Background: an optimization exercise with open tools, aiming at small area. Do not read the settings as production practice.
Function was checked by simulation only, so behaviour that the tests miss may differ from the original.
No activity file was given, so power comes from the tool's default toggle rates.

==> flow/design.v (excerpt) <==
module id_regfile_scoreboard #(
  parameter int XLEN  = 32,
  parameter int NREGS = 32,
  parameter int NRD   = 2,
  parameter int LAT_W = 3,
  localparam int AW   = $clog2(NREGS)
) (
  input  logic                clk,
  input  logic                reset,
  input  logic                id_valid,
  input  logic                flush,
  input  logic [NRD*AW-1:0]   rs_addr,
  input  logic [NRD-1:0]      rs_used,
  input  logic                rd_we,
  input  logic [AW-1:0]       rd_addr,
  input  logic [LAT_W-1:0]    rd_lat,
  input  logic                wb_we,
  input  logic [AW-1:0]       wb_addr,
  input  logic [XLEN-1:0]     wb_data,
  output logic [NRD*XLEN-1:0] rs_data,
  output logic                stall,
  output logic                issue,
  output logic [NREGS-1:0]    pending
);
  logic [XLEN-1:0]  r_regs [1:NREGS-1];
  logic [LAT_W-1:0] r_cnt  [1:NREGS-1];    
  logic             w_wb_en;
  logic [XLEN-1:0]  w_wdat;
  logic [LAT_W-1:0] w_ldat;
  logic [NREGS-1:0] w_wb_dec;
  logic [NREGS-1:0] w_wb_sel;
  logic [NREGS-1:0] w_rd_dec;
  logic [NREGS-1:0] w_rs_dec [NRD];
  logic [NREGS-2:0] w_rs_sel [NRD];
  logic [NREGS-2:0] w_rs_pnd [NRD];
  logic [NREGS-2:0] w_rd_sel;
  logic [NREGS-2:0] w_cnt_col [LAT_W];
  logic [NRD-1:0]   w_pnd;
  logic [NRD-1:0]   w_hit;
  logic             w_raw;
  logic             w_waw;
  logic             w_set;
  logic [LAT_W-1:0] w_rd_cnt;
  function automatic logic [2:0] f_enc(input logic [2:0] v);
    case (v)
      3'd0:    f_enc = 3'b101;
      3'd1:    f_enc = 3'b001;
      3'd2:    f_enc = 3'b011;
      3'd3:    f_enc = 3'b010;
      3'd4:    f_enc = 3'b110;
      3'd5:    f_enc = 3'b000;
      3'd6:    f_enc = 3'b111;
      default: f_enc = 3'b100;
    endcase
  endfunction
  function automatic logic [2:0] f_dec(input logic [2:0] c);
    case (c)
      3'b101:  f_dec = 3'd0;
      3'b001:  f_dec = 3'd1;
      3'b011:  f_dec = 3'd2;
  ...
Size in the first run: about 1,100 flip-flops, about 160 I/O pins, roughly 0.045 mm2 of cells after synthesis.
export LEC_CHECK = 0
export CAP_MARGIN = 15
export CORE_MARGIN = 2
export CORE_UTILIZATION = 62
export SETUP_SLACK_MARGIN = 0.1
export SLEW_MARGIN = 15
export SYNTH_HIERARCHICAL = 1
export SYNTH_MINIMUM_KEEP_SIZE = 0
create_clock -name core_clock -period 6.0 [get_ports {clk}]
standard.sh (not shown) runs the stock make flow with config.mk's settings and CLKGATE_MAP_FILE= SYNTH_SCRIPT=/design/flow/synth_recipe.tcl, a recipe that flattens the netlist after the stock synthesis.
==> flow/flow/run.sh <==
#!/bin/bash
# Standard layout with smaller port buffers, high-fanout drivers upsized
# before placement, and a clock tree of small buffers without dummy loads.
export BUFFER_PORTS_ARGS="-buffer_cell sky130_fd_sc_hd__buf_1"
export CTS_ARGS="-sink_clustering_enable -repair_clock_nets -dont_use_dummy_load -buf_list {sky130_fd_sc_hd__clkbuf_4} -root_buf sky130_fd_sc_hd__clkbuf_4 -sink_clustering_size 10 -sink_clustering_max_diameter 40"
export PRE_GLOBAL_PLACE_TCL="$PWD/flow/upsize.tcl"
bash standard.sh > standard.log 2>&1
==> flow/flow/upsize.tcl <==
# Before global placement: give each select, write-enable and write-data
# driver with a large fanout the strongest cell of its kind, so that the
# resizer does not split the net with buffers.
set upsize_map {
  sky130_fd_sc_hd__and3_1 sky130_fd_sc_hd__and3_4
  sky130_fd_sc_hd__and3_2 sky130_fd_sc_hd__and3_4
  sky130_fd_sc_hd__and2_1 sky130_fd_sc_hd__and2_4
  sky130_fd_sc_hd__or2_1  sky130_fd_sc_hd__or2_4
  sky130_fd_sc_hd__or2_2  sky130_fd_sc_hd__or2_4
}
set n_up 0
foreach inst [[ord::get_db_block] getInsts] {
  set master [[$inst getMaster] getName]
  if {![dict exists $upsize_map $master]} { continue }
  set out [$inst findITerm X]
  if {$out eq "NULL"} { continue }
  set net [$out getNet]
  if {$net eq "NULL"} { continue }
  if {[llength [$net getITerms]] < 17} { continue }
  replace_cell [$inst getName] [dict get $upsize_map $master]
  incr n_up
}
puts "upsize.tcl: upsized $n_up drivers"
==> next run, changes <==
--- a/flow/flow/upsize.tcl
+++ b/flow/flow/upsize.tcl
@@ -1,10 +1,8 @@
 # Before global placement: give each select, write-enable and write-data
-# driver with a large fanout the strongest cell of its kind, so that the
+# driver with a large fanout a stronger cell of its kind, so that the
 # resizer does not split the net with buffers.
 set upsize_map {
-  sky130_fd_sc_hd__and3_1 sky130_fd_sc_hd__and3_4
-  sky130_fd_sc_hd__and3_2 sky130_fd_sc_hd__and3_4
-  sky130_fd_sc_hd__and2_1 sky130_fd_sc_hd__and2_4
-  sky130_fd_sc_hd__or2_1  sky130_fd_sc_hd__or2_4
-  sky130_fd_sc_hd__or2_2  sky130_fd_sc_hd__or2_4
+  sky130_fd_sc_hd__and3_1 sky130_fd_sc_hd__and3_2
+  sky130_fd_sc_hd__and2_1 sky130_fd_sc_hd__and2_2
+  sky130_fd_sc_hd__or2_1  sky130_fd_sc_hd__or2_2
 }
Critical path depth came out higher by 1.
Global-route usage came out higher by 0.19 points.
First-iteration DRC count came out higher by 10%.
Final cell count came out higher by 1.8%.
Hold slack gets worse by 0.014 ns.
Die area does not change.
Sequential share of layout area came out lower by 0.37 points.
Via count came out higher by 1.6%.
Count of clock-buffer cells in the layout came out higher by 1.
Clock power stays flat.
Wire length came out higher by 0.91%.
==> next run, changes <==
--- a/flow/flow/upsize.tcl
+++ b/flow/flow/upsize.tcl
@@ -1,8 +1,10 @@
 # Before global placement: give each select, write-enable and write-data
-# driver with a large fanout a stronger cell of its kind, so that the
+# driver with a large fanout the strongest cell of its kind, so that the
 # resizer does not split the net with buffers.
 set upsize_map {
-  sky130_fd_sc_hd__and3_1 sky130_fd_sc_hd__and3_2
-  sky130_fd_sc_hd__and2_1 sky130_fd_sc_hd__and2_2
-  sky130_fd_sc_hd__or2_1  sky130_fd_sc_hd__or2_2
+  sky130_fd_sc_hd__and3_1 sky130_fd_sc_hd__and3_4
+  sky130_fd_sc_hd__and3_2 sky130_fd_sc_hd__and3_4
+  sky130_fd_sc_hd__and2_1 sky130_fd_sc_hd__and2_4
+  sky130_fd_sc_hd__or2_1  sky130_fd_sc_hd__or2_4
+  sky130_fd_sc_hd__or2_2  sky130_fd_sc_hd__or2_4
 }
--- a/flow/config.mk
+++ b/flow/config.mk
@@ -9,3 +9,3 @@
 export CORE_MARGIN = 2
-export CORE_UTILIZATION = 62
+export CORE_UTILIZATION = 55
 export SETUP_SLACK_MARGIN = 0.1
What happened: Count of clock-buffer cells in the layout grows by 7. Via count goes down by 2.0%. Sequential power hardly moves.
==> next run, changes <==
==> flow/flow/run.sh (replaced) <==
#!/bin/bash
# Standard layout with smaller port buffers, high-fanout drivers upsized
# before placement, and a clock tree of small buffers without dummy loads.
export BUFFER_PORTS_ARGS="-buffer_cell sky130_fd_sc_hd__buf_1"
export CTS_ARGS="-sink_clustering_enable -repair_clock_nets -dont_use_dummy_load -buf_list {sky130_fd_sc_hd__clkbuf_4} -root_buf sky130_fd_sc_hd__clkbuf_4 -sink_clustering_size 11 -sink_clustering_max_diameter 40"
export PRE_GLOBAL_PLACE_TCL="$PWD/flow/upsize.tcl"
bash standard.sh > standard.log 2>&1
--- a/flow/config.mk
+++ b/flow/config.mk
@@ -9,3 +9,3 @@
 export CORE_MARGIN = 2
-export CORE_UTILIZATION = 55
+export CORE_UTILIZATION = 62
 export SETUP_SLACK_MARGIN = 0.1
Result:
- The changed run completed without violations
- cell area goes down slightly
- total power shrinks slightly
- clock power falls by a few percent
- non-clock buffer count drops by 4
- critical path depth is unchanged
- clock-buffer cell count shrinks by 12
- sequential cell count does not change
- sequential power stays flat
- worst setup slack degrades by 0.0090 ns

==> static timing again, ports no longer ideal <==
The results above use ideal ports. As a check the final layouts listed here were re-extracted and re-timed, cells and wires unchanged. Step 1, drivers: a clkbuf_16 drives clk and a buf_2 each remaining input, both assumed. Step 2 times the ports against the registers' clock, not the clock port: input delays grow and output delays shrink by t, the midpoint of the rising clock arrivals with the driver on. Three values: no drivers, after step 1, after step 2; two values: the first two.
| run | t, ns | setup WS [ns] | hold WS [ns] | cell pins on the clock port's net |
|---|---|---|---|---|
| the first run | 1.087 | 0.276 / 0.257 / 0.257 | 0.484 / 0.484 / 0.484 | 1 |
| the second run | 1.058 | 0.126 / 0.102 / 0.102 | 0.470 / 0.470 / 0.470 | 1 |
| the third run | 1.052 | 0.325 / 0.303 / 0.303 | 0.488 / 0.488 / 0.488 | 1 |
| the fourth run | 1.059 | 0.316 / 0.296 / 0.296 | 0.474 / 0.474 / 0.474 | 1 |
After both steps every run listed still meets setup and hold. For the second run, which loses most, drivers alone change the setup slack by -0.024 ns; drivers and shift together by -0.024 ns.
